Background: an optimization exercise with open tools, aiming at a short achievable clock period and few clock cycles per item. Do not read the settings as production practice. No functional check of the RTL was part of any run shown here. Power is estimated from default activity; no workload was simulated.

File: design/flow/run.sh
#!/bin/bash
# synth_recipe.tcl (not shown) runs the flow's synth.tcl, then flattens the netlist and writes it again
# the make line also repeats each setting of config.mk as NAME=value (left out here)
make -C /OpenROAD-flow-scripts/flow DESIGN_CONFIG=/design/flow/config.mk WORK_HOME=/design/flow/orfs CLKGATE_MAP_FILE= SYNTH_SCRIPT=/design/flow/synth_recipe.tcl finish
File: design/flow/config.mk
export PLATFORM = sky130hd
export DESIGN_NAME = dll_tx_top
export DESIGN_NICKNAME = dll_tx_top
export VERILOG_FILES = /design/flow/design.v
export SDC_FILE = /design/flow/constraint.sdc
export NUM_CORES = 4
export LEC_CHECK = 0
export CAP_MARGIN = 20
export CORE_MARGIN = 2
export CORE_UTILIZATION = 40
export PLACE_DENSITY = 0.6
export SETUP_SLACK_MARGIN = 3.6
export SLEW_MARGIN = 20
File: design/flow/constraint.sdc
create_clock -name core_clock -period 5.5 [get_ports {clk_i}]
set_input_delay 1.1000 -clock core_clock [delete_from_list [all_inputs] [get_ports {clk_i}]]
set_output_delay 1.1000 -clock core_clock [all_outputs]
set_load 0.01 [all_outputs]
File: design/flow/design.v
`timescale 1ns/100ps
package dll_tx_pkg;
  typedef logic [31:0] dword_t;
  typedef logic [3:0]  keep_t;
  typedef logic [11:0] seq_num_t;
  typedef logic [7:0]  hdr_credit_t;
  typedef logic [11:0] data_credit_t;
  typedef logic [9:0]  tlp_len_t;
  typedef logic [31:0] crc_t;
  typedef enum logic [2:0] {
    CC_NONE,
    CC_P_HDR,
    CC_P_DATA,
    CC_NP_HDR,
    CC_NP_DATA,
    CC_CPL_HDR,
    CC_CPL_DATA
  } credit_class_e;
  localparam logic [7:0] TK_MRD    = 8'h00;
  localparam logic [7:0] TK_MWR    = 8'h40;
  localparam logic [7:0] TK_IORD   = 8'h02;
  localparam logic [7:0] TK_IOWR   = 8'h42;
  localparam logic [7:0] TK_CFGRD0 = 8'h04;
  localparam logic [7:0] TK_CFGWR0 = 8'h44;
  localparam logic [7:0] TK_MSG    = 8'h30;
  localparam logic [7:0] TK_MSGD   = 8'h70;
  localparam logic [7:0] TK_CPL    = 8'h0A;
  localparam logic [7:0] TK_CPLD   = 8'h4A;
  localparam int DW_PER_DATA_CREDIT = 4;
  localparam crc_t CRC_POLY = 32'hEDB88320;
endpackage
`timescale 1ns/100ps
module stream_skid_buffer
#(
  parameter int W = 33
) (
  input  logic         clk_i,
  input  logic         rst_i,
  input  logic [W-1:0] up_data,
  input  logic         up_valid,
  output logic         up_ready,
  output logic [W-1:0] dn_data,
  output logic         dn_valid,
  input  logic         dn_ready
);
  logic [W-1:0] main_data_q, skid_data_q;
  logic         main_valid_q, skid_valid_q;
  logic         ready_q;
  logic         up_fire;
  logic         dn_free;
  logic         skid_valid_d;
  assign up_fire = up_valid && ready_q;
  assign dn_free = !main_valid_q || dn_ready;
  assign skid_valid_d = dn_free ? 1'b0 : (skid_valid_q || up_fire);
  always_ff @(posedge clk_i) begin
    if (rst_i) begin
      main_valid_q <= 1'b0;
      skid_valid_q <= 1'b0;
      ready_q      <= 1'b0;
    end else begin
      if (dn_free) begin
        main_valid_q <= skid_valid_q || up_fire;
      end
      skid_valid_q <= skid_valid_d;
      ready_q      <= !skid_valid_d;
    end
  end
  always_ff @(posedge clk_i) begin
    if (dn_free) begin
      main_data_q <= skid_valid_q ? skid_data_q : up_data;
    end
    if (!skid_valid_q) begin
      skid_data_q <= up_data;
    end
  end
  assign up_ready = ready_q;
  assign dn_data  = main_data_q;
  assign dn_valid = main_valid_q;
endmodule
module stream_out_buffer
#(
  parameter int W = 34
) (
  input  logic         clk_i,
  input  logic         rst_i,
  input  logic [W-1:0] up_data,
  input  logic         up_valid,
  output logic         up_ready,
  output logic [W-1:0] dn_data,
  output logic         dn_valid,
  input  logic         dn_ready
);
  logic [W-1:0] main_data_q, hold_data_q, skid_data_q, next_data;
  logic         main_valid_q, hold_valid_q, skid_valid_q, next_valid;
  logic         ready_q;
  logic         up_fire;
  logic         dn_free;
  logic         skid_valid_d;
  assign up_fire = up_valid && ready_q;
  assign dn_free = !hold_valid_q || dn_ready;
  assign skid_valid_d = dn_free ? 1'b0 : (skid_valid_q || up_fire);
  assign next_data  = skid_valid_q ? skid_data_q : up_data;
  assign next_valid = skid_valid_q || up_fire;
  always_ff @(posedge clk_i) begin
    if (rst_i) begin
      main_valid_q <= 1'b0;
      hold_valid_q <= 1'b0;
      skid_valid_q <= 1'b0;
      ready_q      <= 1'b0;
    end else begin
      main_valid_q <= dn_free ? next_valid : hold_valid_q;
      hold_valid_q <= dn_free ? next_valid : main_valid_q;
      skid_valid_q <= skid_valid_d;
      ready_q      <= !skid_valid_d;
    end
  end
  always_ff @(posedge clk_i) begin
    main_data_q <= dn_free ? next_data : hold_data_q;
    hold_data_q <= dn_free ? next_data : main_data_q;
    if (!skid_valid_q) begin
      skid_data_q <= up_data;
    end
  end
  assign up_ready = ready_q;
  assign dn_data  = main_data_q;
  assign dn_valid = main_valid_q;
endmodule
`timescale 1ns/100ps
module fc_credit_gate
(
  input  logic         clk_i,
  input  logic         rst_i,
  input  logic         update_fc_i,
  input  dll_tx_pkg::hdr_credit_t  fc_ph_i,
  input  dll_tx_pkg::hdr_credit_t  fc_nph_i,
  input  dll_tx_pkg::hdr_credit_t  fc_cplh_i,
  input  dll_tx_pkg::data_credit_t fc_pd_i,
  input  dll_tx_pkg::data_credit_t fc_npd_i,
  input  dll_tx_pkg::data_credit_t fc_cpld_i,
  input  dll_tx_pkg::dword_t       hdr_dw0_i,   
  input  logic         take_i,      
  output logic         room_o       
);
  dll_tx_pkg::hdr_credit_t  hlim_q [3];
  dll_tx_pkg::hdr_credit_t  hused_q[3];
  dll_tx_pkg::data_credit_t dlim_q [3];
  dll_tx_pkg::data_credit_t dused_q[3];
  dll_tx_pkg::data_credit_t dsum_q [3];
  logic [6:0]               dlo_q  [3];         
  logic [5:0]               dhi0_q [3], dhi1_q[3];  
  dll_tx_pkg::data_credit_t dav    [3];
  logic                     room_q, rst_q;
  logic [1:0]               gap_q;
  logic                     gap_ok;
  logic [2:0]               hneed_q, dneed_q;    
  logic                     one_q;               
  logic [7:0]               dreq_q;
  logic [2:0]               hok_q, cmp_q, nz_q;
  logic [7:0]               kind;
  logic [7:0]               len_credits;
  logic [2:0]               hneed, dneed;
  logic                     one;
  logic [5:0]               ok;
  function automatic dll_tx_pkg::data_credit_t add12(dll_tx_pkg::data_credit_t a,
                                                    dll_tx_pkg::data_credit_t b, logic cin);
    logic [11:0] g, p, gn, pn;
    logic [12:0] c;
    g = a & b;
    p = a ^ b;
    for (int d = 1; d < 12; d = d * 2) begin
      gn = g;
      pn = p;
      for (int i = d; i < 12; i++) begin
        gn[i] = g[i] | (p[i] & g[i - d]);
        pn[i] = p[i] & p[i - d];
      end
      g = gn;
      p = pn;
    end
    c[0] = cin;
    for (int i = 0; i < 12; i++) begin
      c[i + 1] = g[i] | (p[i] & cin);
    end
    add12 = a ^ b ^ c[11:0];
  endfunction
  assign kind        = hdr_dw0_i[7:0];
  assign len_credits = {hdr_dw0_i[17:16], hdr_dw0_i[31:26]};
  always_comb begin
    hneed = 3'b000;
    dneed = 3'b000;
    unique case (kind)
      dll_tx_pkg::TK_MRD, dll_tx_pkg::TK_IORD, dll_tx_pkg::TK_CFGRD0: hneed = 3'b010;
      dll_tx_pkg::TK_IOWR, dll_tx_pkg::TK_CFGWR0: begin hneed = 3'b010; dneed = 3'b010; end
      dll_tx_pkg::TK_MWR, dll_tx_pkg::TK_MSGD:    begin hneed = 3'b001; dneed = 3'b001; end
      dll_tx_pkg::TK_MSG:                         hneed = 3'b001;
      dll_tx_pkg::TK_CPL:                         hneed = 3'b100;
      dll_tx_pkg::TK_CPLD:                        begin hneed = 3'b100; dneed = 3'b100; end
      default: ;
    endcase
    one = dneed[1] || len_credits == '0;
  end
  always_comb begin
    for (int c = 0; c < 3; c++) begin
      dav[c] = {dlo_q[c][6] ? dhi1_q[c] : dhi0_q[c], dlo_q[c][5:0]};
    end
  end
  always_ff @(posedge clk_i) begin
    hneed_q <= hneed;
    dneed_q <= dneed;
    one_q   <= one;
    dreq_q  <= one ? 8'd1 : len_credits;
    for (int c = 0; c < 3; c++) begin
      hok_q[c] <= hlim_q[c] != hused_q[c];
      cmp_q[c] <= (dav[c][11:8] != '0) || (dav[c][7:0] >= len_credits);
      nz_q[c]  <= dav[c] != '0;
    end
  end
  always_comb begin
    for (int c = 0; c < 3; c++) begin
      ok[c]     = !hneed_q[c] || hok_q[c];
      ok[3 + c] = !dneed_q[c] || (one_q ? nz_q[c] : cmp_q[c]);
    end
  end
  assign gap_ok = gap_q == 2'd3;
  always_ff @(posedge clk_i) begin
    rst_q  <= rst_i;
    room_q <= (&ok) && gap_ok && !take_i;
  end
  always_ff @(posedge clk_i) begin
    if (rst_i) begin
      gap_q <= 2'd0;
    end else if (take_i) begin
      gap_q <= 2'd0;
    end else if (!gap_ok) begin
      gap_q <= gap_q + 2'd1;
    end
  end
  always_ff @(posedge clk_i) begin
    if (update_fc_i) begin
      hlim_q[0] <= fc_ph_i;
      hlim_q[1] <= fc_nph_i;
      hlim_q[2] <= fc_cplh_i;
      dlim_q[0] <= fc_pd_i;
      dlim_q[1] <= fc_npd_i;
      dlim_q[2] <= fc_cpld_i;
    end else if (rst_q) begin
      for (int c = 0; c < 3; c++) begin
        hlim_q[c] <= '0;
        dlim_q[c] <= '0;
      end
    end
    for (int c = 0; c < 3; c++) begin
      if (rst_q) begin
        hused_q[c] <= '0;
        dused_q[c] <= '0;
      end else begin
        if (take_i && hneed_q[c]) hused_q[c] <= hused_q[c] + dll_tx_pkg::hdr_credit_t'(1);
        if (take_i && dneed_q[c]) dused_q[c] <= dsum_q[c];
      end
      dsum_q[c] <= add12(dused_q[c], {4'h0, dreq_q}, 1'b0);
      dlo_q[c]  <= {1'b0, dlim_q[c][5:0]} + {1'b0, ~dused_q[c][5:0]} + 7'd1;
      dhi0_q[c] <= dlim_q[c][11:6] + ~dused_q[c][11:6];
      dhi1_q[c] <= dlim_q[c][11:6] + ~dused_q[c][11:6] + 6'd1;
    end
  end
  assign room_o = room_q;
endmodule
`timescale 1ns/100ps
module lcrc_dword_term
(
  input  dll_tx_pkg::dword_t d_i,
  output dll_tx_pkg::crc_t   p_o,
  output dll_tx_pkg::crc_t   q_o
);
  assign p_o[0] = d_i[1] ^ d_i[4] ^ d_i[11] ^ d_i[12] ^ d_i[13] ^ d_i[15];
  assign p_o[1] = d_i[0] ^ d_i[2] ^ d_i[3] ^ d_i[4] ^ d_i[5] ^ d_i[9] ^ d_i[10] ^ d_i[11] ^ d_i[15];
  assign p_o[2] = d_i[2] ^ d_i[5] ^ d_i[8] ^ d_i[11] ^ d_i[12] ^ d_i[13];
  assign p_o[3] = d_i[4] ^ d_i[5] ^ d_i[7] ^ d_i[9] ^ d_i[11] ^ d_i[12] ^ d_i[14] ^ d_i[15];
  assign p_o[4] = d_i[0] ^ d_i[1] ^ d_i[3] ^ d_i[4] ^ d_i[6] ^ d_i[7] ^ d_i[11] ^ d_i[12] ^ d_i[14] ^ d_i[15];
  assign p_o[5] = d_i[0] ^ d_i[1] ^ d_i[3] ^ d_i[4] ^ d_i[5] ^ d_i[7] ^ d_i[9] ^ d_i[11];
  assign p_o[6] = d_i[0] ^ d_i[2] ^ d_i[3] ^ d_i[4] ^ d_i[5] ^ d_i[6] ^ d_i[7] ^ d_i[11] ^ d_i[12] ^ d_i[13];
  assign p_o[7] = d_i[1] ^ d_i[7] ^ d_i[8] ^ d_i[12] ^ d_i[13] ^ d_i[15];
  assign p_o[8] = d_i[1] ^ d_i[3] ^ d_i[4] ^ d_i[13] ^ d_i[14];
  assign p_o[9] = d_i[3] ^ d_i[5] ^ d_i[6] ^ d_i[7] ^ d_i[8] ^ d_i[9] ^ d_i[15];
  assign p_o[10] = d_i[0] ^ d_i[1] ^ d_i[3] ^ d_i[4] ^ d_i[12] ^ d_i[13] ^ d_i[14];
  assign p_o[11] = d_i[0] ^ d_i[9] ^ d_i[13];
  assign p_o[12] = d_i[0] ^ d_i[1] ^ d_i[3] ^ d_i[8] ^ d_i[13] ^ d_i[14] ^ d_i[15];
  assign p_o[13] = d_i[0] ^ d_i[2] ^ d_i[6] ^ d_i[8] ^ d_i[15];
  assign p_o[14] = d_i[1] ^ d_i[3] ^ d_i[6] ^ d_i[7] ^ d_i[9] ^ d_i[11] ^ d_i[15];
  assign p_o[15] = d_i[0] ^ d_i[1] ^ d_i[2] ^ d_i[3] ^ d_i[4] ^ d_i[5] ^ d_i[8] ^ d_i[13] ^ d_i[14] ^ d_i[15];
  assign p_o[16] = d_i[0] ^ d_i[1] ^ d_i[2] ^ d_i[3] ^ d_i[5] ^ d_i[6] ^ d_i[7] ^ d_i[11] ^ d_i[13] ^ d_i[14];
  assign p_o[17] = d_i[2] ^ d_i[8] ^ d_i[12] ^ d_i[13];
  assign p_o[18] = d_i[0] ^ d_i[3] ^ d_i[7] ^ d_i[9] ^ d_i[14];
  assign p_o[19] = d_i[1] ^ d_i[2] ^ d_i[3] ^ d_i[4] ^ d_i[6] ^ d_i[9] ^ d_i[12] ^ d_i[13] ^ d_i[14] ^ d_i[15];
  assign p_o[20] = d_i[3] ^ d_i[6] ^ d_i[7] ^ d_i[8] ^ d_i[9] ^ d_i[12] ^ d_i[13] ^ d_i[15];
  assign p_o[21] = d_i[0] ^ d_i[1] ^ d_i[3] ^ d_i[4] ^ d_i[12] ^ d_i[13] ^ d_i[15];
  assign p_o[22] = d_i[0] ^ d_i[1] ^ d_i[2] ^ d_i[4] ^ d_i[7] ^ d_i[8] ^ d_i[11] ^ d_i[13] ^ d_i[15];
  assign p_o[23] = d_i[2] ^ d_i[3] ^ d_i[4] ^ d_i[5] ^ d_i[7] ^ d_i[8] ^ d_i[9] ^ d_i[12] ^ d_i[14] ^ d_i[15];
  assign p_o[24] = d_i[1] ^ d_i[3] ^ d_i[4] ^ d_i[7] ^ d_i[13] ^ d_i[14] ^ d_i[15];
  assign p_o[25] = d_i[2] ^ d_i[3] ^ d_i[5] ^ d_i[8] ^ d_i[9] ^ d_i[11] ^ d_i[13];
  assign p_o[26] = d_i[0] ^ d_i[2] ^ d_i[3] ^ d_i[5] ^ d_i[7] ^ d_i[9] ^ d_i[11] ^ d_i[14] ^ d_i[15];
  assign p_o[27] = d_i[0] ^ d_i[1] ^ d_i[3] ^ d_i[5] ^ d_i[6] ^ d_i[11] ^ d_i[15];
  assign p_o[28] = d_i[2] ^ d_i[3] ^ d_i[4] ^ d_i[5] ^ d_i[7] ^ d_i[8] ^ d_i[13] ^ d_i[14] ^ d_i[15];
  assign p_o[29] = d_i[1] ^ d_i[3] ^ d_i[4] ^ d_i[5] ^ d_i[6] ^ d_i[7] ^ d_i[8] ^ d_i[11] ^ d_i[12] ^ d_i[13];
  assign p_o[30] = d_i[8] ^ d_i[12] ^ d_i[13] ^ d_i[14] ^ d_i[15];
  assign p_o[31] = d_i[1] ^ d_i[4] ^ d_i[5] ^ d_i[6] ^ d_i[8] ^ d_i[11] ^ d_i[12] ^ d_i[13];
  assign q_o[0] = d_i[24] ^ d_i[26] ^ d_i[28] ^ d_i[30];
  assign q_o[1] = d_i[16] ^ d_i[20] ^ d_i[21] ^ d_i[24] ^ d_i[26] ^ d_i[31];
  assign q_o[2] = d_i[18] ^ d_i[19] ^ d_i[20] ^ d_i[21] ^ d_i[22] ^ d_i[25] ^ d_i[27] ^ d_i[28] ^ d_i[29];
  assign q_o[3] = d_i[16] ^ d_i[17] ^ d_i[19] ^ d_i[21] ^ d_i[24] ^ d_i[25] ^ d_i[27] ^ d_i[30];
  assign q_o[4] = d_i[16] ^ d_i[18] ^ d_i[23] ^ d_i[24] ^ d_i[31];
  assign q_o[5] = d_i[17] ^ d_i[18] ^ d_i[19] ^ d_i[26] ^ d_i[30];
  assign q_o[6] = d_i[16] ^ d_i[18] ^ d_i[20] ^ d_i[23] ^ d_i[24] ^ d_i[25] ^ d_i[27] ^ d_i[30];
  assign q_o[7] = d_i[16] ^ d_i[18] ^ d_i[19] ^ d_i[20] ^ d_i[22] ^ d_i[23] ^ d_i[24] ^ d_i[27] ^ d_i[28] ^ d_i[29];
  assign q_o[8] = d_i[21] ^ d_i[22] ^ d_i[23] ^ d_i[26] ^ d_i[27] ^ d_i[28];
  assign q_o[9] = d_i[16] ^ d_i[17] ^ d_i[18] ^ d_i[23] ^ d_i[26] ^ d_i[27] ^ d_i[28] ^ d_i[29] ^ d_i[30] ^ d_i[31];
  assign q_o[10] = d_i[17] ^ d_i[19] ^ d_i[20] ^ d_i[25] ^ d_i[26] ^ d_i[27] ^ d_i[30];
  assign q_o[11] = d_i[17] ^ d_i[18] ^ d_i[21] ^ d_i[22] ^ d_i[25] ^ d_i[27] ^ d_i[31];
  assign q_o[12] = d_i[17] ^ d_i[19] ^ d_i[21] ^ d_i[23] ^ d_i[24] ^ d_i[25] ^ d_i[30];
  assign q_o[13] = d_i[16] ^ d_i[17] ^ d_i[19] ^ d_i[20] ^ d_i[22] ^ d_i[24] ^ d_i[29];
  assign q_o[14] = d_i[19] ^ d_i[20] ^ d_i[22] ^ d_i[23] ^ d_i[25] ^ d_i[26] ^ d_i[27] ^ d_i[28] ^ d_i[29] ^ d_i[30] ^ d_i[31];
  assign q_o[15] = d_i[16] ^ d_i[18] ^ d_i[19] ^ d_i[20] ^ d_i[21] ^ d_i[22] ^ d_i[23] ^ d_i[24] ^ d_i[28] ^ d_i[29] ^ d_i[30] ^ d_i[31];
  assign q_o[16] = d_i[16] ^ d_i[17] ^ d_i[18] ^ d_i[21] ^ d_i[22] ^ d_i[24] ^ d_i[27] ^ d_i[30];
  assign q_o[17] = d_i[27] ^ d_i[28] ^ d_i[29] ^ d_i[31];
  assign q_o[18] = d_i[16] ^ d_i[18] ^ d_i[19] ^ d_i[20] ^ d_i[21] ^ d_i[22] ^ d_i[24] ^ d_i[26] ^ d_i[28] ^ d_i[29] ^ d_i[30] ^ d_i[31];
  assign q_o[19] = d_i[16] ^ d_i[21] ^ d_i[23] ^ d_i[24] ^ d_i[27] ^ d_i[28] ^ d_i[30];
  assign q_o[20] = d_i[18] ^ d_i[20] ^ d_i[26] ^ d_i[29] ^ d_i[30] ^ d_i[31];
  assign q_o[21] = d_i[16] ^ d_i[18] ^ d_i[19] ^ d_i[20] ^ d_i[23] ^ d_i[25] ^ d_i[26] ^ d_i[27] ^ d_i[28] ^ d_i[30];
  assign q_o[22] = d_i[17] ^ d_i[18] ^ d_i[21] ^ d_i[27] ^ d_i[29] ^ d_i[31];
  assign q_o[23] = d_i[16] ^ d_i[18] ^ d_i[21] ^ d_i[22] ^ d_i[23] ^ d_i[24] ^ d_i[25] ^ d_i[27] ^ d_i[28] ^ d_i[29];
  assign q_o[24] = d_i[18] ^ d_i[20] ^ d_i[21] ^ d_i[22] ^ d_i[23] ^ d_i[24] ^ d_i[27] ^ d_i[28];
  assign q_o[25] = d_i[16] ^ d_i[18] ^ d_i[21] ^ d_i[22] ^ d_i[23] ^ d_i[24];
  assign q_o[26] = d_i[17] ^ d_i[18] ^ d_i[19] ^ d_i[21] ^ d_i[22] ^ d_i[25] ^ d_i[26] ^ d_i[27] ^ d_i[28] ^ d_i[29] ^ d_i[30] ^ d_i[31];
  assign q_o[27] = d_i[17] ^ d_i[21] ^ d_i[22] ^ d_i[23] ^ d_i[24] ^ d_i[26] ^ d_i[27] ^ d_i[28] ^ d_i[29] ^ d_i[31];
  assign q_o[28] = d_i[16] ^ d_i[17] ^ d_i[20] ^ d_i[21] ^ d_i[23] ^ d_i[24] ^ d_i[25] ^ d_i[26] ^ d_i[31];
  assign q_o[29] = d_i[16] ^ d_i[18] ^ d_i[19] ^ d_i[20] ^ d_i[23] ^ d_i[24] ^ d_i[26] ^ d_i[27] ^ d_i[31];
  assign q_o[30] = d_i[19] ^ d_i[20] ^ d_i[22] ^ d_i[25] ^ d_i[31];
  assign q_o[31] = d_i[17] ^ d_i[18] ^ d_i[19] ^ d_i[20] ^ d_i[21] ^ d_i[22] ^ d_i[25] ^ d_i[27] ^ d_i[29];
endmodule
module lcrc_seq_term
(
  input  dll_tx_pkg::seq_num_t seq_i,
  output dll_tx_pkg::crc_t     y0_o
);
  assign y0_o[0] = 1'b1 ^ seq_i[1] ^ seq_i[3] ^ seq_i[5] ^ seq_i[9] ^ seq_i[10] ^ seq_i[11];
  assign y0_o[1] = seq_i[0] ^ seq_i[1] ^ seq_i[2] ^ seq_i[3] ^ seq_i[4] ^ seq_i[5] ^ seq_i[6] ^ seq_i[9] ^ seq_i[10] ^ seq_i[11];
  assign y0_o[2] = 1'b1 ^ seq_i[0] ^ seq_i[1] ^ seq_i[2] ^ seq_i[3] ^ seq_i[5] ^ seq_i[7] ^ seq_i[8] ^ seq_i[9] ^ seq_i[10] ^ seq_i[11];
  assign y0_o[3] = 1'b1 ^ seq_i[1] ^ seq_i[3] ^ seq_i[4] ^ seq_i[5] ^ seq_i[10] ^ seq_i[11];
  assign y0_o[4] = 1'b1 ^ seq_i[0] ^ seq_i[5] ^ seq_i[6] ^ seq_i[8] ^ seq_i[10];
  assign y0_o[5] = seq_i[0] ^ seq_i[1] ^ seq_i[3] ^ seq_i[5] ^ seq_i[7] ^ seq_i[8] ^ seq_i[9] ^ seq_i[11];
  assign y0_o[6] = 1'b1 ^ seq_i[2] ^ seq_i[6] ^ seq_i[9] ^ seq_i[10] ^ seq_i[11];
  assign y0_o[7] = 1'b1 ^ seq_i[0] ^ seq_i[5] ^ seq_i[6] ^ seq_i[8] ^ seq_i[9] ^ seq_i[11];
  assign y0_o[8] = seq_i[0] ^ seq_i[1] ^ seq_i[4] ^ seq_i[8] ^ seq_i[9];
  assign y0_o[9] = 1'b1 ^ seq_i[2] ^ seq_i[3] ^ seq_i[4];
  assign y0_o[10] = seq_i[1] ^ seq_i[2] ^ seq_i[4] ^ seq_i[6] ^ seq_i[7] ^ seq_i[8] ^ seq_i[11];
  assign y0_o[11] = 1'b1 ^ seq_i[2] ^ seq_i[5] ^ seq_i[6] ^ seq_i[10];
  assign y0_o[12] = 1'b1 ^ seq_i[5] ^ seq_i[7] ^ seq_i[11];
  assign y0_o[13] = seq_i[0] ^ seq_i[1] ^ seq_i[6] ^ seq_i[9] ^ seq_i[11];
  assign y0_o[14] = seq_i[0] ^ seq_i[5] ^ seq_i[8] ^ seq_i[9] ^ seq_i[11];
  assign y0_o[15] = 1'b1 ^ seq_i[1] ^ seq_i[2] ^ seq_i[3] ^ seq_i[4] ^ seq_i[5] ^ seq_i[6] ^ seq_i[7] ^ seq_i[11];
  assign y0_o[16] = 1'b1 ^ seq_i[0] ^ seq_i[1] ^ seq_i[3] ^ seq_i[4] ^ seq_i[6] ^ seq_i[7] ^ seq_i[8] ^ seq_i[9];
  assign y0_o[17] = seq_i[0] ^ seq_i[3] ^ seq_i[6] ^ seq_i[8] ^ seq_i[9] ^ seq_i[10];
  assign y0_o[18] = 1'b1 ^ seq_i[3] ^ seq_i[4] ^ seq_i[5] ^ seq_i[7];
  assign y0_o[19] = seq_i[0] ^ seq_i[2] ^ seq_i[4] ^ seq_i[5] ^ seq_i[6] ^ seq_i[7] ^ seq_i[8] ^ seq_i[10] ^ seq_i[11];
  assign y0_o[20] = 1'b1 ^ seq_i[0] ^ seq_i[3] ^ seq_i[4] ^ seq_i[6] ^ seq_i[8];
  assign y0_o[21] = 1'b1 ^ seq_i[2] ^ seq_i[5] ^ seq_i[6] ^ seq_i[7] ^ seq_i[10];
  assign y0_o[22] = seq_i[2] ^ seq_i[4] ^ seq_i[5] ^ seq_i[6] ^ seq_i[8] ^ seq_i[9];
  assign y0_o[23] = 1'b1 ^ seq_i[1] ^ seq_i[7] ^ seq_i[11];
  assign y0_o[24] = 1'b1 ^ seq_i[0] ^ seq_i[1] ^ seq_i[3] ^ seq_i[4] ^ seq_i[5] ^ seq_i[8] ^ seq_i[10];
  assign y0_o[25] = 1'b1 ^ seq_i[0] ^ seq_i[3] ^ seq_i[4] ^ seq_i[10];
  assign y0_o[26] = seq_i[0] ^ seq_i[1] ^ seq_i[3] ^ seq_i[5] ^ seq_i[8] ^ seq_i[9] ^ seq_i[11];
  assign y0_o[27] = 1'b1 ^ seq_i[1] ^ seq_i[2] ^ seq_i[3] ^ seq_i[4] ^ seq_i[5] ^ seq_i[6] ^ seq_i[7] ^ seq_i[9] ^ seq_i[10] ^ seq_i[11];
  assign y0_o[28] = 1'b1 ^ seq_i[0] ^ seq_i[2] ^ seq_i[3] ^ seq_i[4] ^ seq_i[5] ^ seq_i[7] ^ seq_i[9];
  assign y0_o[29] = 1'b1 ^ seq_i[0] ^ seq_i[1] ^ seq_i[2] ^ seq_i[7] ^ seq_i[8] ^ seq_i[9];
  assign y0_o[30] = seq_i[0] ^ seq_i[2] ^ seq_i[3] ^ seq_i[7] ^ seq_i[8] ^ seq_i[10] ^ seq_i[11];
  assign y0_o[31] = 1'b1 ^ seq_i[1] ^ seq_i[7] ^ seq_i[11];
endmodule
module lcrc_step
(
  input  dll_tx_pkg::crc_t y_i,
  output dll_tx_pkg::crc_t cy_o
);
  assign cy_o[0] = y_i[31];
  assign cy_o[1] = y_i[0] ^ y_i[31];
  assign cy_o[2] = y_i[1] ^ y_i[31];
  assign cy_o[3] = y_i[2];
  assign cy_o[4] = y_i[3] ^ y_i[31];
  assign cy_o[5] = y_i[4] ^ y_i[31];
  assign cy_o[6] = y_i[5];
  assign cy_o[7] = y_i[6] ^ y_i[31];
  assign cy_o[8] = y_i[7] ^ y_i[31];
  assign cy_o[9] = y_i[8];
  assign cy_o[10] = y_i[9] ^ y_i[31];
  assign cy_o[11] = y_i[10] ^ y_i[31];
  assign cy_o[12] = y_i[11] ^ y_i[31];
  assign cy_o[13] = y_i[12];
  assign cy_o[14] = y_i[13];
  assign cy_o[15] = y_i[14];
  assign cy_o[16] = y_i[15] ^ y_i[31];
  assign cy_o[17] = y_i[16];
  assign cy_o[18] = y_i[17];
  assign cy_o[19] = y_i[18];
  assign cy_o[20] = y_i[19];
  assign cy_o[21] = y_i[20];
  assign cy_o[22] = y_i[21] ^ y_i[31];
  assign cy_o[23] = y_i[22] ^ y_i[31];
  assign cy_o[24] = y_i[23];
  assign cy_o[25] = y_i[24];
  assign cy_o[26] = y_i[25] ^ y_i[31];
  assign cy_o[27] = y_i[26];
  assign cy_o[28] = y_i[27];
  assign cy_o[29] = y_i[28];
  assign cy_o[30] = y_i[29];
  assign cy_o[31] = y_i[30];
endmodule
module lcrc_out
(
  input  dll_tx_pkg::crc_t y_i,
  output dll_tx_pkg::crc_t lcrc_o
);
  assign lcrc_o[0] = ~(y_i[2] ^ y_i[4] ^ y_i[6] ^ y_i[7] ^ y_i[10] ^ y_i[11] ^ y_i[12] ^ y_i[15] ^ y_i[16] ^ y_i[17] ^ y_i[20] ^ y_i[22] ^ y_i[24] ^ y_i[27] ^ y_i[28] ^ y_i[29] ^ y_i[30] ^ y_i[31]);
  assign lcrc_o[1] = ~(y_i[2] ^ y_i[3] ^ y_i[4] ^ y_i[5] ^ y_i[6] ^ y_i[9] ^ y_i[13] ^ y_i[17] ^ y_i[18] ^ y_i[19] ^ y_i[22] ^ y_i[23] ^ y_i[25] ^ y_i[28] ^ y_i[31]);
  assign lcrc_o[2] = ~(y_i[1] ^ y_i[7] ^ y_i[8] ^ y_i[10] ^ y_i[11] ^ y_i[12] ^ y_i[13] ^ y_i[15] ^ y_i[19] ^ y_i[20] ^ y_i[26] ^ y_i[29] ^ y_i[31]);
  assign lcrc_o[3] = ~(y_i[1] ^ y_i[11] ^ y_i[13] ^ y_i[21] ^ y_i[23] ^ y_i[25] ^ y_i[26] ^ y_i[27] ^ y_i[28] ^ y_i[30] ^ y_i[31]);
  assign lcrc_o[4] = ~(y_i[1] ^ y_i[2] ^ y_i[6] ^ y_i[12] ^ y_i[16] ^ y_i[19] ^ y_i[21] ^ y_i[22] ^ y_i[24] ^ y_i[28] ^ y_i[30]);
  assign lcrc_o[5] = ~(y_i[4] ^ y_i[5] ^ y_i[9] ^ y_i[10] ^ y_i[11] ^ y_i[16] ^ y_i[17] ^ y_i[18] ^ y_i[19] ^ y_i[21] ^ y_i[23] ^ y_i[24] ^ y_i[26] ^ y_i[27] ^ y_i[28] ^ y_i[30]);
  assign lcrc_o[6] = ~(y_i[1] ^ y_i[4] ^ y_i[5] ^ y_i[7] ^ y_i[8] ^ y_i[10] ^ y_i[12] ^ y_i[13] ^ y_i[14] ^ y_i[19] ^ y_i[21] ^ y_i[23] ^ y_i[24] ^ y_i[28] ^ y_i[29] ^ y_i[30] ^ y_i[31]);
  assign lcrc_o[7] = ~(y_i[1] ^ y_i[3] ^ y_i[5] ^ y_i[6] ^ y_i[9] ^ y_i[10] ^ y_i[11] ^ y_i[12] ^ y_i[13] ^ y_i[15] ^ y_i[17] ^ y_i[19] ^ y_i[21] ^ y_i[23] ^ y_i[24] ^ y_i[25] ^ y_i[27] ^ y_i[31]);
  assign lcrc_o[8] = ~(y_i[3] ^ y_i[4] ^ y_i[5] ^ y_i[6] ^ y_i[7] ^ y_i[8] ^ y_i[9] ^ y_i[11] ^ y_i[12] ^ y_i[15] ^ y_i[16] ^ y_i[17] ^ y_i[18] ^ y_i[20] ^ y_i[21] ^ y_i[22] ^ y_i[25] ^ y_i[26] ^ y_i[29] ^ y_i[30]);
  assign lcrc_o[9] = ~(y_i[3] ^ y_i[7] ^ y_i[8] ^ y_i[9] ^ y_i[12] ^ y_i[13] ^ y_i[17] ^ y_i[18] ^ y_i[19] ^ y_i[20] ^ y_i[21] ^ y_i[22] ^ y_i[23] ^ y_i[25] ^ y_i[26] ^ y_i[27] ^ y_i[29] ^ y_i[30]);
  assign lcrc_o[10] = ~(y_i[0] ^ y_i[2] ^ y_i[4] ^ y_i[5] ^ y_i[11] ^ y_i[14] ^ y_i[16] ^ y_i[18] ^ y_i[26] ^ y_i[27] ^ y_i[29] ^ y_i[30] ^ y_i[31]);
  assign lcrc_o[11] = ~(y_i[1] ^ y_i[5] ^ y_i[7] ^ y_i[10] ^ y_i[11] ^ y_i[12] ^ y_i[14] ^ y_i[16] ^ y_i[17] ^ y_i[20] ^ y_i[22] ^ y_i[25] ^ y_i[27] ^ y_i[28] ^ y_i[29] ^ y_i[30]);
  assign lcrc_o[12] = ~(y_i[3] ^ y_i[9] ^ y_i[11] ^ y_i[15] ^ y_i[17] ^ y_i[18] ^ y_i[19] ^ y_i[20] ^ y_i[21] ^ y_i[22] ^ y_i[26] ^ y_i[29] ^ y_i[30] ^ y_i[31]);
  assign lcrc_o[13] = ~(y_i[1] ^ y_i[2] ^ y_i[3] ^ y_i[4] ^ y_i[6] ^ y_i[7] ^ y_i[8] ^ y_i[10] ^ y_i[12] ^ y_i[16] ^ y_i[18] ^ y_i[22] ^ y_i[23] ^ y_i[27] ^ y_i[29] ^ y_i[31]);
  assign lcrc_o[14] = ~(y_i[3] ^ y_i[4] ^ y_i[7] ^ y_i[9] ^ y_i[11] ^ y_i[13] ^ y_i[14] ^ y_i[18] ^ y_i[20] ^ y_i[21] ^ y_i[22] ^ y_i[26] ^ y_i[28] ^ y_i[30]);
  assign lcrc_o[15] = ~(y_i[1] ^ y_i[6] ^ y_i[8] ^ y_i[11] ^ y_i[13] ^ y_i[14] ^ y_i[16] ^ y_i[17] ^ y_i[20] ^ y_i[22] ^ y_i[23] ^ y_i[29]);
  assign lcrc_o[16] = ~(y_i[1] ^ y_i[2] ^ y_i[3] ^ y_i[7] ^ y_i[8] ^ y_i[10] ^ y_i[12] ^ y_i[13] ^ y_i[15] ^ y_i[18] ^ y_i[19] ^ y_i[21] ^ y_i[22] ^ y_i[23] ^ y_i[24] ^ y_i[26] ^ y_i[27] ^ y_i[31]);
  assign lcrc_o[17] = ~(y_i[2] ^ y_i[8] ^ y_i[9] ^ y_i[11] ^ y_i[14] ^ y_i[21] ^ y_i[22] ^ y_i[23] ^ y_i[25] ^ y_i[26] ^ y_i[29] ^ y_i[31]);
  assign lcrc_o[18] = ~(y_i[2] ^ y_i[4] ^ y_i[6] ^ y_i[8] ^ y_i[10] ^ y_i[11] ^ y_i[12] ^ y_i[14] ^ y_i[16] ^ y_i[17] ^ y_i[18] ^ y_i[20] ^ y_i[21] ^ y_i[22] ^ y_i[23] ^ y_i[25] ^ y_i[26] ^ y_i[27] ^ y_i[29]);
  assign lcrc_o[19] = ~(y_i[1] ^ y_i[2] ^ y_i[3] ^ y_i[4] ^ y_i[5] ^ y_i[6] ^ y_i[8] ^ y_i[9] ^ y_i[11] ^ y_i[13] ^ y_i[14] ^ y_i[16] ^ y_i[19] ^ y_i[21] ^ y_i[24] ^ y_i[26] ^ y_i[28] ^ y_i[29] ^ y_i[30]);
  assign lcrc_o[20] = ~(y_i[3] ^ y_i[4] ^ y_i[6] ^ y_i[8] ^ y_i[9] ^ y_i[10] ^ y_i[11] ^ y_i[12] ^ y_i[13] ^ y_i[16] ^ y_i[17] ^ y_i[19] ^ y_i[20] ^ y_i[21] ^ y_i[24] ^ y_i[25] ^ y_i[27] ^ y_i[30] ^ y_i[31]);
  assign lcrc_o[21] = ~(y_i[4] ^ y_i[5] ^ y_i[11] ^ y_i[16] ^ y_i[21] ^ y_i[22] ^ y_i[24] ^ y_i[25] ^ y_i[26] ^ y_i[28] ^ y_i[29] ^ y_i[30] ^ y_i[31]);
  assign lcrc_o[22] = ~(y_i[2] ^ y_i[3] ^ y_i[4] ^ y_i[5] ^ y_i[6] ^ y_i[7] ^ y_i[10] ^ y_i[15] ^ y_i[21] ^ y_i[22] ^ y_i[24] ^ y_i[25] ^ y_i[26] ^ y_i[28] ^ y_i[30]);
  assign lcrc_o[23] = ~(y_i[3] ^ y_i[8] ^ y_i[9] ^ y_i[12] ^ y_i[16] ^ y_i[17] ^ y_i[19] ^ y_i[20] ^ y_i[21] ^ y_i[23] ^ y_i[24]);
  assign lcrc_o[24] = ~(y_i[1] ^ y_i[5] ^ y_i[7] ^ y_i[8] ^ y_i[10] ^ y_i[11] ^ y_i[16] ^ y_i[19] ^ y_i[21] ^ y_i[23] ^ y_i[25] ^ y_i[26] ^ y_i[27] ^ y_i[28] ^ y_i[29] ^ y_i[30] ^ y_i[31]);
  assign lcrc_o[25] = ~(y_i[1] ^ y_i[4] ^ y_i[8] ^ y_i[11] ^ y_i[12] ^ y_i[13] ^ y_i[15] ^ y_i[18] ^ y_i[19] ^ y_i[22] ^ y_i[23] ^ y_i[24] ^ y_i[25] ^ y_i[26] ^ y_i[27] ^ y_i[28] ^ y_i[29]);
  assign lcrc_o[26] = ~(y_i[1] ^ y_i[2] ^ y_i[11] ^ y_i[12] ^ y_i[13] ^ y_i[15] ^ y_i[18] ^ y_i[19] ^ y_i[20] ^ y_i[23] ^ y_i[28] ^ y_i[29]);
  assign lcrc_o[27] = ~(y_i[4] ^ y_i[5] ^ y_i[8] ^ y_i[9] ^ y_i[12] ^ y_i[13] ^ y_i[14] ^ y_i[15] ^ y_i[16] ^ y_i[17] ^ y_i[18] ^ y_i[21] ^ y_i[22]);
  assign lcrc_o[28] = ~(y_i[2] ^ y_i[3] ^ y_i[8] ^ y_i[12] ^ y_i[13] ^ y_i[15] ^ y_i[16] ^ y_i[17] ^ y_i[18] ^ y_i[20] ^ y_i[21] ^ y_i[22] ^ y_i[23] ^ y_i[28] ^ y_i[29] ^ y_i[30] ^ y_i[31]);
  assign lcrc_o[29] = ~(y_i[2] ^ y_i[3] ^ y_i[5] ^ y_i[7] ^ y_i[8] ^ y_i[10] ^ y_i[12] ^ y_i[15] ^ y_i[20] ^ y_i[23] ^ y_i[25] ^ y_i[26] ^ y_i[28] ^ y_i[30] ^ y_i[31]);
  assign lcrc_o[30] = ~(y_i[2] ^ y_i[5] ^ y_i[7] ^ y_i[10] ^ y_i[11] ^ y_i[12] ^ y_i[15] ^ y_i[17] ^ y_i[18] ^ y_i[19] ^ y_i[20] ^ y_i[22] ^ y_i[24] ^ y_i[25] ^ y_i[27] ^ y_i[29] ^ y_i[30]);
  assign lcrc_o[31] = ~(y_i[2] ^ y_i[3] ^ y_i[4] ^ y_i[5] ^ y_i[9] ^ y_i[10] ^ y_i[11] ^ y_i[13] ^ y_i[14] ^ y_i[16] ^ y_i[18] ^ y_i[20] ^ y_i[22] ^ y_i[23] ^ y_i[27] ^ y_i[29] ^ y_i[31]);
endmodule
`timescale 1ns/100ps
module tlp_framer
#(
  parameter dll_tx_pkg::seq_num_t SEQ_INIT = '0
) (
  input  logic      clk_i,
  input  logic      rst_i,
  input  dll_tx_pkg::dword_t    in_data,
  input  logic      in_valid,
  input  logic      in_last,
  output logic      in_ready,
  output dll_tx_pkg::dword_t    out_data,
  output logic      out_valid,
  output logic      out_last,
  input  logic      out_ready,
  output dll_tx_pkg::dword_t    hdr_dw0_o,
  output logic      take_o,
  input  logic      room_i
);
  logic               adv, consume, take, emit, hdr_go;
  logic               st_lo_q, st_hi_q;      
  logic               first_q;               
  logic               fresh_q, fresh2_q;     
  dll_tx_pkg::seq_num_t seq_q;
  logic [15:0]        carry_q;
  dll_tx_pkg::dword_t word;
  dll_tx_pkg::dword_t p1_data_q, p2_data_q;
  logic               p1_valid_q, p1_lo_q, p1_hi_q;
  logic               p2_valid_q, p2_lo_q, p2_hi_q;
  dll_tx_pkg::crc_t   p_d, q_d, p_q, q_q;
  logic               pq_valid_q, pq_first_q;
  dll_tx_pkg::crc_t   y_q, cy, y0_d, y0_q, lcrc_d, lcrc_q;
  assign adv      = out_ready;
  assign hdr_go   = room_i && !fresh_q && !fresh2_q;
  assign consume  = adv && !st_lo_q && !st_hi_q && in_valid && (!first_q || hdr_go);
  assign take     = consume && first_q;
  assign emit     = consume || st_lo_q || st_hi_q;
  assign in_ready = consume;
  assign take_o   = take;
  always_comb begin
    if (st_lo_q) begin
      word = {16'h0, carry_q};
    end else if (st_hi_q) begin
      word = '0;
    end else if (first_q) begin
      word = {in_data[15:0], seq_q[7:0], 4'h0, seq_q[11:8]};
    end else begin
      word = {in_data[15:0], carry_q};
    end
  end
  always_ff @(posedge clk_i) begin
    if (rst_i) begin
      st_lo_q    <= 1'b0;
      st_hi_q    <= 1'b0;
      first_q    <= 1'b1;
      fresh_q    <= 1'b1;
      fresh2_q   <= 1'b1;
      seq_q      <= SEQ_INIT;
      p1_valid_q <= 1'b0;
      p2_valid_q <= 1'b0;
      pq_valid_q <= 1'b0;
    end else begin
      fresh_q  <= consume || !in_valid;
      fresh2_q <= fresh_q;
      if (consume) begin
        first_q <= in_last;
      end
      if (adv) begin
        st_lo_q    <= consume && in_last;
        st_hi_q    <= st_lo_q;
        p1_valid_q <= emit;
        p2_valid_q <= p1_valid_q;
        pq_valid_q <= consume;
        if (pq_valid_q && pq_first_q) begin
          seq_q <= seq_q + dll_tx_pkg::seq_num_t'(1);
        end
      end
    end
  end
  lcrc_dword_term lcrc_dword_term_i (
    .d_i (in_data),
    .p_o (p_d),
    .q_o (q_d)
  );
  lcrc_seq_term lcrc_seq_term_i (
    .seq_i (seq_q),
    .y0_o  (y0_d)
  );
  lcrc_step lcrc_step_i (
    .y_i  (y_q),
    .cy_o (cy)
  );
  lcrc_out lcrc_out_i (
    .y_i    (y_q),
    .lcrc_o (lcrc_d)
  );
  always_ff @(posedge clk_i) begin
    y0_q <= y0_d;
    if (consume) begin
      carry_q <= in_data[31:16];
    end
    if (adv) begin
      p1_data_q  <= word;
      p1_lo_q    <= st_lo_q;
      p1_hi_q    <= st_hi_q;
      p2_data_q  <= p1_data_q;
      p2_lo_q    <= p1_lo_q;
      p2_hi_q    <= p1_hi_q;
      p_q        <= p_d;
      q_q        <= q_d;
      pq_first_q <= first_q;
      lcrc_q     <= lcrc_d;
      if (pq_valid_q) begin
        y_q <= (pq_first_q ? y0_q : cy) ^ p_q ^ q_q;
      end
    end
  end
  assign out_valid = p2_valid_q;
  assign out_last  = p2_hi_q;
  assign out_data  = p2_lo_q ? {lcrc_q[15:0], p2_data_q[15:0]} :
                     p2_hi_q ? {16'h0, lcrc_q[31:16]} : p2_data_q;
  assign hdr_dw0_o = in_data;
endmodule
`timescale 1ns/100ps
module dll_tx_top
#(
  parameter dll_tx_pkg::seq_num_t SEQ_INIT = '0
) (
  input  logic         clk_i,
  input  logic         rst_i,
  input  dll_tx_pkg::dword_t       s_tdata_i,
  input  logic         s_tvalid_i,
  input  logic         s_tlast_i,
  output logic         s_tready_o,
  output dll_tx_pkg::dword_t       m_tdata_o,
  output dll_tx_pkg::keep_t        m_tkeep_o,
  output logic         m_tvalid_o,
  output logic         m_tlast_o,
  input  logic         m_tready_i,
  output dll_tx_pkg::seq_num_t     seq_num_o,
  input  logic         update_fc_i,
  input  dll_tx_pkg::hdr_credit_t  fc_ph_i,
  input  dll_tx_pkg::hdr_credit_t  fc_nph_i,
  input  dll_tx_pkg::hdr_credit_t  fc_cplh_i,
  input  dll_tx_pkg::data_credit_t fc_pd_i,
  input  dll_tx_pkg::data_credit_t fc_npd_i,
  input  dll_tx_pkg::data_credit_t fc_cpld_i
);
  dll_tx_pkg::dword_t in_data,  out_data;
  logic   in_valid, out_valid;
  logic   in_last,  out_last;
  logic   in_ready, out_ready;
  logic   m_khi;
  dll_tx_pkg::dword_t hdr_dw0;
  logic   take, room;
  dll_tx_pkg::seq_num_t oseq_q, oseq_hold_q;
  logic   oseq_inc;
  stream_skid_buffer #(.W(33)) in_buf_i (
    .clk_i    (clk_i),
    .rst_i    (rst_i),
    .up_data  ({s_tlast_i, s_tdata_i}),
    .up_valid (s_tvalid_i),
    .up_ready (s_tready_o),
    .dn_data  ({in_last, in_data}),
    .dn_valid (in_valid),
    .dn_ready (in_ready)
  );
  tlp_framer #(.SEQ_INIT(SEQ_INIT)) tlp_framer_i (
    .clk_i     (clk_i),
    .rst_i     (rst_i),
    .in_data   (in_data),
    .in_valid  (in_valid),
    .in_last   (in_last),
    .in_ready  (in_ready),
    .out_data  (out_data),
    .out_valid (out_valid),
    .out_last  (out_last),
    .out_ready (out_ready),
    .hdr_dw0_o (hdr_dw0),
    .take_o    (take),
    .room_i    (room)
  );
  fc_credit_gate fc_credit_gate_i (
    .clk_i       (clk_i),
    .rst_i       (rst_i),
    .update_fc_i (update_fc_i),
    .fc_ph_i     (fc_ph_i),
    .fc_nph_i    (fc_nph_i),
    .fc_cplh_i   (fc_cplh_i),
    .fc_pd_i     (fc_pd_i),
    .fc_npd_i    (fc_npd_i),
    .fc_cpld_i   (fc_cpld_i),
    .hdr_dw0_i   (hdr_dw0),
    .take_i      (take),
    .room_o      (room)
  );
  stream_out_buffer #(.W(34)) out_buf_i (
    .clk_i    (clk_i),
    .rst_i    (rst_i),
    .up_data  ({!out_last, out_last, out_data}),
    .up_valid (out_valid),
    .up_ready (out_ready),
    .dn_data  ({m_khi, m_tlast_o, m_tdata_o}),
    .dn_valid (m_tvalid_o),
    .dn_ready (m_tready_i)
  );
  assign m_tkeep_o = {m_khi, m_khi, 2'b11};
  assign oseq_inc = out_valid && out_ready && out_last;
  always_ff @(posedge clk_i) begin
    if (rst_i) begin
      oseq_q      <= SEQ_INIT;
      oseq_hold_q <= SEQ_INIT;
    end else begin
      oseq_q      <= oseq_inc ? oseq_hold_q + dll_tx_pkg::seq_num_t'(1) : oseq_hold_q;
      oseq_hold_q <= oseq_inc ? oseq_hold_q + dll_tx_pkg::seq_num_t'(1) : oseq_q;
    end
  end
  assign seq_num_o = oseq_q;
endmodule
==> impl_metrics.env, run 1 <==
export IMPL_slowest_delay_ps=330
export IMPL_grt_first_pass_wirelength_um=119200
export IMPL_start_util_pct=40.26
export IMPL_syn2layout_area_growth_pct=32.35
export IMPL_rsz0062_at_grt="true"
export IMPL_cp_cell_sequence="buf_2"
export IMPL_vias=20410
export IMPL_hold_class="reg2reg"
export IMPL_pin_count=149
export IMPL_gp_congestion=0.9030
export IMPL_rrSetupSlack_ps=3320
export IMPL_place_hpwl_um=52680
export IMPL_die_h_um=285.5
export IMPL_fmaxAchievable_mhz=456.9
export IMPL_timing_slew_headroom_pct=11.52
export IMPL_worstPathRequired_ps=4400
export IMPL_critPathSlowestCell="dfxtp_2"
export IMPL_detail_route_antenna_nets=0
export IMPL_ys_warn_count=14
export IMPL_wl_met2_um=40030
export IMPL_grtUsageTotal_pct=18.89
export IMPL_maxCapViolCount=0
export IMPL_power_density_nw_per_um2=325.8
export IMPL_cp_max_fo=3
export IMPL_power_combinational_fraction_pct=15.1
export IMPL_viasPerCell=4.819
export IMPL_clock_path_buffers=3
export IMPL_ys_seq_area_share_pct=54.12
export IMPL_p_sw_share_pct=25.18
export IMPL_cts_sinks=704
export IMPL_setup_violations_final=0
export IMPL_synth_edff_count=306
export IMPL_maxSlewViolCount=0
export IMPL_vdd_ir_drop_max_v=0.0002126
export IMPL_clk_latency_ps=640
export IMPL_tritoncts="built"
export IMPL_overflow=0
export IMPL_io_buffers=146
export IMPL_period_share_pct=39.79
export IMPL_num_fill_cells=6480
export IMPL_layout_drive_gt1_share_pct=29.72
export IMPL_clk_pin_slew_ps=60
export IMPL_cp_start_kind="flip-flop"
export IMPL_power_leakage_nw=16.37
export IMPL_synthesis_area_um2=31700
export IMPL_synth_seq_cells=704
export IMPL_period_minus_slack_ps=2189
export IMPL_multi_input_area_um2=16290
export IMPL_synth_flop_cell="dfxtp_1"
export IMPL_drtIter0Drc=1094
export IMPL_grt_max_degree=76
export IMPL_topRoutingLayerUsed="met4"
export IMPL_wl_met3_um=2502
export IMPL_tns_ps=0
export IMPL_routed_wl_um=80180
export IMPL_die_area_um2=81520
export IMPL_final_cell_count_no_fill=4236
export IMPL_grt_pass1_vias=20850
export IMPL_met1Wirelength_um=34910
export IMPL_cp_arrival_ps=1090
export IMPL_seqCellArea_um2=17280
export IMPL_pwr_share_seq_pct=46.4
export IMPL_hold_viol=0
export IMPL_root_buffer="clkbuf_16"
export IMPL_remaining_drc_errors=0
export IMPL_die_x_um=285.5
export IMPL_internal_power_mw=10.23
export IMPL_numCtsBuffers=76
export IMPL_cp_num_buf_inv=1
export IMPL_syn_area_per_cell_um2=11.50
export IMPL_tightest_slew_ps=1325
export IMPL_num_rows=103
export IMPL_synthesis_instances=2757
export IMPL_h_tree_depth=3
export IMPL_placedCellCount=3818
export IMPL_end_kind="output port"
export IMPL_core_area_um2=78740
export IMPL_p_sw_mw=3.443
export IMPL_status="complete, no violations"
export IMPL_wl_per_cell_um=18.93
export IMPL_synth_async_reset_ratio_pct=0
export IMPL_antenna_found_initial=0
export IMPL_dr_pass1_iters=5
export IMPL_nets=3330
export IMPL_critPathTopFamily="flip-flops"
export IMPL_clock_skew_ps=35.42
export IMPL_p_clk_share_pct=38.4
export IMPL_worst_setup_path_type="reg2out"
export IMPL_diodes=0
export IMPL_yosysUniqueCellTypes=56
export IMPL_hold_buffers=0
cell families after synthesis:
logic type      synth area share [%]
compound gates                 6.015
xor+xnor                       20.24
fa+ha+maj                      4.555
buf+inv                        3.252
flops                          54.12
mux                            3.031
other cells                  0.01183
simple gates                   8.770
registers in the layout, summed over array words and instances (netlist names), 33 cells and up:
signal                    flops
in_buf_i.skid_data_q         33
out_buf_i.skid_data_q        34
fc_credit_gate_i.dsum_q      36
in_buf_i.main_data_q         33
fc_credit_gate_i.dlim_q      36
out_buf_i.main_data_q        34
out_buf_i.hold_data_q        34
fc_credit_gate_i.dused_q     36
layer usage:
layer	up-vias	global-route usage (%)
met5	-	0
met3	148	2.512
met2	400	32.62
met1	9925	24.24
met4	0	6.793
li1	9939	-
cells in the mapped netlist, drive strengths merged (16+ instances only):
cell type	instances	area (µm²)
mux2i	51	510.5
and2	95	594.3
buf	66	332.8
mux2	40	450.4
nand2	203	762.0
nand4	16	100.1
and3	17	106.4
a22oi	27	202.7
xnor2	511	4551
nor2	97	364.1
nand3	66	330.3
dfxtp	398	7968
inv	105	394.1
clkbuf	81	304.0
a21oi	85	425.4
xor2	207	1821
ha	101	1264
a21o	60	450.4
nor2b	16	100.1
edfxtp	306	9189
o21ai	73	365.4
cell usage in the layout, fill, tap and decap left out, types with 92 or more instances in the layout:
cell,instances
and2_1,94
buf_4,221
clkdlybuf4s50_1,95
dfxtp_1,316
edfxtp_1,306
nand2_1,171
nor2_1,92
xnor2_1,385
xnor2_2,99
xor2_1,168
power groups by stage:
stage | registers (mW) | clock network [mW] | logic [mW]
after detailed placement | 6.48 | 0 | 1.79
after CTS | 6.35 | 5.37 | 1.98
after global placement | 6.48 | 0 | 1.75
after floorplan | 6.34 | 0 | 1.31
final | 6.34 | 5.26 | 2.07
after global routing | 6.38 | 5.59 | 2.25
final timing paths:
kind	start	endpoint	depth (start not counted)
setup / recovery	out_buf_i.main_data_q[33]	m_tkeep_o[3]	1
hold / removal	out_buf_i.hold_data_q[11]	out_buf_i.main_data_q[11]	1
setup reg to reg	fc_credit_gate_i.room_q	fc_credit_gate_i.hused_q[2][5]	7
hold reg to reg	out_buf_i.hold_data_q[11]	out_buf_i.main_data_q[11]	1
final cells by class:
cell class                 instances  share of cell area, %
sequential                       704                  41.19
multi-input combinational       1813                  38.82
timing repair buffer             422                  9.656
clock buffer                     108                  5.332
tap                             1050                  3.131
inverter                         105                 0.9692
clock inverter                    34                 0.9006
per-stage QoR:
stage          hold slack, ps  instance area [µm²]  power [mW]  utilization (%)  setup slack, ps
2_1_floorplan           399.1                32020       7.654                -             2602
3_3_place_gp            403.6                34140       8.223            43.36             2188
3_5_place_dp            404.5                34140       8.272            43.36             2064
4_1_cts                 415.9                39680       13.71            50.39             3267
5_1_grt                 429.9                41960       14.22            53.28             3259
6_report                409.3                41960       13.67            53.28             3311
repair_timing:
item,in CTS,in global routing
pin swaps,58,141
gates resized for setup,507,287
gates cloned,11,8
buffers inserted,181,76
setup endpoints to repair,492,281
==> run 2, diff against run 1 <==
--- a/design/flow/design.v
+++ b/design/flow/design.v
@@ -151,3 +151,3 @@
   dll_tx_pkg::data_credit_t dav    [3];
-  logic                     room_q, rst_q;
+  logic                     room_q, rst_q, take_q;
   logic [1:0]               gap_q;
@@ -226,2 +226,3 @@
     rst_q  <= rst_i;
+    take_q <= take_i;
     room_q <= (&ok) && gap_ok && !take_i;
@@ -256,4 +257,4 @@
       end else begin
-        if (take_i && hneed_q[c]) hused_q[c] <= hused_q[c] + dll_tx_pkg::hdr_credit_t'(1);
-        if (take_i && dneed_q[c]) dused_q[c] <= dsum_q[c];
+        if (take_q && hneed_q[c]) hused_q[c] <= hused_q[c] + dll_tx_pkg::hdr_credit_t'(1);
+        if (take_q && dneed_q[c]) dused_q[c] <= dsum_q[c];
       end
@@ -551,2 +552,3 @@
     y0_q <= y0_d;
+    lcrc_q <= lcrc_d;
     if (consume) begin
@@ -564,3 +566,2 @@
       pq_first_q <= first_q;
-      lcrc_q     <= lcrc_d;
       if (pq_valid_q) begin
==> run 2 against run 1 <==
Routed wire length shrank 4.2%. Sequential share of layout area grew 2.5 points. Via count shrank 3.2%. Non-clock buffer count shrank 101. Hold slack lost 10 ps. Utilization shrank 3.1 points. Critical endpoint is now m_tdata_o[8]. Total power shrank 0.45%. Still clean. Critical path type unchanged. Clock skew is essentially flat. Worst setup slack lost 13 ps. Sequential cell count grew 1.
==> impl_metrics.env, run 2 <==
export IMPL_seqCellArea_um2=16970
export IMPL_worstPathRequired_ps=4400
export IMPL_period_share_pct=40.03
export IMPL_yosysMostFrequentCell="xnor2_1"
export IMPL_power_leakage_nw=15.16
export IMPL_tns_ps=0
export IMPL_vias=19760
export IMPL_ys_seq_area_share_pct=53.85
export IMPL_detail_route_antenna_nets=0
export IMPL_pin_count=149
export IMPL_cp_arrival_ps=1100
export IMPL_dr_pass1_iters=5
export IMPL_yosysUniqueCellTypes=51
export IMPL_clock_path_buffers=3
export IMPL_reg_top3="fc_credit_gate_i.dlim_q: 36 flops, fc_credit_gate_i.dsum_q: 36 flops, fc_credit_gate_i.dused_q: 36 flops"
export IMPL_setup_violations_final=0
export IMPL_gp_congestion=0.8807
export IMPL_clk_pin_slew_ps=60
export IMPL_syn2layout_area_growth_pct=24.15
export IMPL_routed_wl_um=76860
export IMPL_cp_num_buf_inv=1
export IMPL_num_fill_cells=6772
export IMPL_synth_edff_count=274
export IMPL_yosys_area_share_adder_pct=4.612
export IMPL_vdd_ir_drop_max_v=0.0002249
export IMPL_end_kind="output port"
export IMPL_final_cell_mix="452 x xnor2_1, 355 x dfxtp_1, 274 x edfxtp_1"
export IMPL_die_x_um=283.8
export IMPL_grt_pass1_vias=20110
export IMPL_die_h_um=283.8
export IMPL_drtIter0Drc=1265
export IMPL_grt_first_pass_wirelength_um=116600
export IMPL_yosys_area_top_type="dfxtp_1"
export IMPL_remaining_drc_errors=0
export IMPL_h_tree_depth=3
export IMPL_use_met3_pct=2.749
export IMPL_multi_input_area_um2=14620
export IMPL_synth_xor_area_share_pct=20.46
export IMPL_met1_usage_pct=24.46
export IMPL_viasPerCell=4.778
export IMPL_synthesis_area_um2=31300
export IMPL_maxSlewViolCount=0
export IMPL_synthSimpleGateAreaFrac_pct=8.829
export IMPL_die_area_um2=80510
export IMPL_clock_skew_ps=35.57
export IMPL_rrSetupSlack_ps=3600
export IMPL_numCtsBuffers=77
export IMPL_wl_per_cell_um=18.59
export IMPL_hold_class="reg2reg"
export IMPL_synth_flop_cell="dfxtp_1"
export IMPL_synth_area_top_cells="dfxtp_1 28%, edfxtp_1 26%, xnor2_1 15%"
export IMPL_root_buffer="clkbuf_16"
export IMPL_overflow=0
export IMPL_cp_start_kind="flip-flop"
export IMPL_antenna_found_initial=0
export IMPL_critPathTopFamily="flip-flops"
export IMPL_worst_setup_path_type="reg2out"
export IMPL_synth_compound_area_share_pct=5.979
export IMPL_ys_warn_count=14
export IMPL_synth_top_area_share_pct=27.56
export IMPL_grtUsageTotal_pct=18.73
export IMPL_core_area_um2=77470
export IMPL_syn_area_per_cell_um2=11.30
export IMPL_clk_latency_ps=640
export IMPL_hold_slack_ps=399.0
export IMPL_hold_viol=0
export IMPL_start_util_pct=40.41
export IMPL_power_density_nw_per_um2=350.2
export IMPL_diodes=0
export IMPL_timing_slew_headroom_pct=30.39
export IMPL_cp_max_fo=2
export IMPL_slowest_delay_ps=360
export IMPL_rsz0062_at_grt="true"
export IMPL_critPathSlowestCell="dfxtp_4"
export IMPL_synthesis_instances=2771
export IMPL_num_rows=102
export IMPL_layout_drive_gt1_share_pct=20.81
export IMPL_nets=3239
export IMPL_cp_cell_sequence="buf_6"
export IMPL_tightest_slew_ps=1044
export IMPL_io_buffers=146
export IMPL_synth_async_reset_ratio_pct=0
export IMPL_grtUsageMet2_pct=31.62
export IMPL_grt_max_degree=77
export IMPL_period_minus_slack_ps=2201
export IMPL_synth_area_mux_share_pct=2.910
export IMPL_status="complete, no violations"
export IMPL_tritoncts="built"
export IMPL_synthTopCellsByCount="520 x xnor2_1, 431 x dfxtp_1, 274 x edfxtp_1"
export IMPL_maxCapViolCount=0
export IMPL_layout_commonest_cell="xnor2_1"
export IMPL_fmaxAchievable_mhz=454.2
export IMPL_cts_sinks=705
export IMPL_grt_busiest_layer="met2"
export IMPL_place_hpwl_um=53050
export IMPL_synth_top_family_by_area="XOR/XNOR gates"
export IMPL_synth_seq_cells=705
run 2: cell types whose count changed in the layout (fill, tap and decap cells not counted), moves of 32 or more:
cell      delta
nand2_1     +80
a21oi_2     -32
buf_4       -59
xnor2_1     +67
dfxtp_1     +39
xnor2_2     -38
edfxtp_1    -32
run 2: per-layer routing:
metal / wire (µm) / share of wire (%) / up-vias
met1: 33800 / 44 / 9527
met5: 0 / 0 / -
met2: 37540 / 49 / 410
met3: 2981 / 3.9 / 126
li1: - / - / 9693
met4: 2530 / 3.3 / 0
run 2: layout make-up:
type | count | share of cell area [%]
flip-flops and latches | 705 | 43.66
multi-input cells | 1818 | 37.61
repair buffers | 321 | 7.595
clock buffers | 115 | 5.798
well taps | 1040 | 3.348
inverters | 108 | 1.059
clock inverters | 28 | 0.9240
run 2: kinds of logic after synthesis:
family / count (synthesis)
compound gates: 304
simple gates: 588
flops: 705
mux: 86
fa+ha+maj: 110
other cells: 1
xor+xnor: 724
buf+inv: 253
run 2: through the flow:
step | utilization [%] | cells | setup WS (ps) | area [µm²] | power [mW]
2_1_floorplan | - | 2772 | 3003 | 31430 | 7.618
3_3_place_gp | 43.30 | 3822 | 2920 | 33540 | 8.209
3_5_place_dp | 43.30 | 3822 | 2861 | 33540 | 8.254
4_1_cts | 48.70 | 4070 | 3267 | 37720 | 13.65
5_1_grt | 50.17 | 4135 | 3269 | 38860 | 14.15
6_report | 50.17 | 4135 | 3299 | 38860 | 13.61
run 2: repair_timing:
action                     CTS  global route
buffers inserted           103            63
gates cloned                 2             2
hold buffers                 0             0
gates resized for setup    408           115
pin swaps                   24            45
setup endpoints to repair  451           269
run 2: final timing paths:
| check | cells past startpoint | endpoint | from |
|---|---|---|---|
| max | 1 | m_tdata_o[8] | out_buf_i.main_data_q[8] |
| min | 2 | out_buf_i.main_data_q[18] | out_buf_i.hold_data_q[18] |
| max reg2reg | 7 | tlp_framer_i.lcrc_q[7] | tlp_framer_i.y_q[3] |
| min reg2reg | 2 | out_buf_i.main_data_q[18] | out_buf_i.hold_data_q[18] |
run 2: power breakdown:
part | internal (mW) | switching, mW | leakage (nW)
Combinational | 0.999 | 1.06 | 7.56
Sequential | 6.04 | 0.248 | 6.33
Clock | 3.11 | 2.15 | 1.28
Total | 10.1 | 3.46 | 15.2

## afterwards: timing with drivers on the ports
The results above use ideal ports. As a check the final layouts listed here were re-extracted and re-timed, cells and wires unchanged.
Step 1: set_driving_cell puts a clkbuf_16 on clk_i and a buf_2 on each other input, an assumption about the parent block.
Step 2 moves the port delays by t, midway between the first and last clock arrival at a register: inputs arrive t later, outputs are due t later. That takes back most of the time a late clock gives input paths.
Slacks: ideal ports / drivers / drivers and shift; pairs: ideal ports / drivers.
run	t, ns	setup WS [ns]	worst data-port slew with drivers (ns)
run 1	0.690	3.311 / 3.248 / 3.013	0.06
run 2	0.683	3.299 / 3.231 / 3.023	0.06
After both steps setup and hold are still met in every run listed. The setup slack of run 1, which loses most, moves by -0.063 ns with the drivers and by -0.298 ns with both steps.
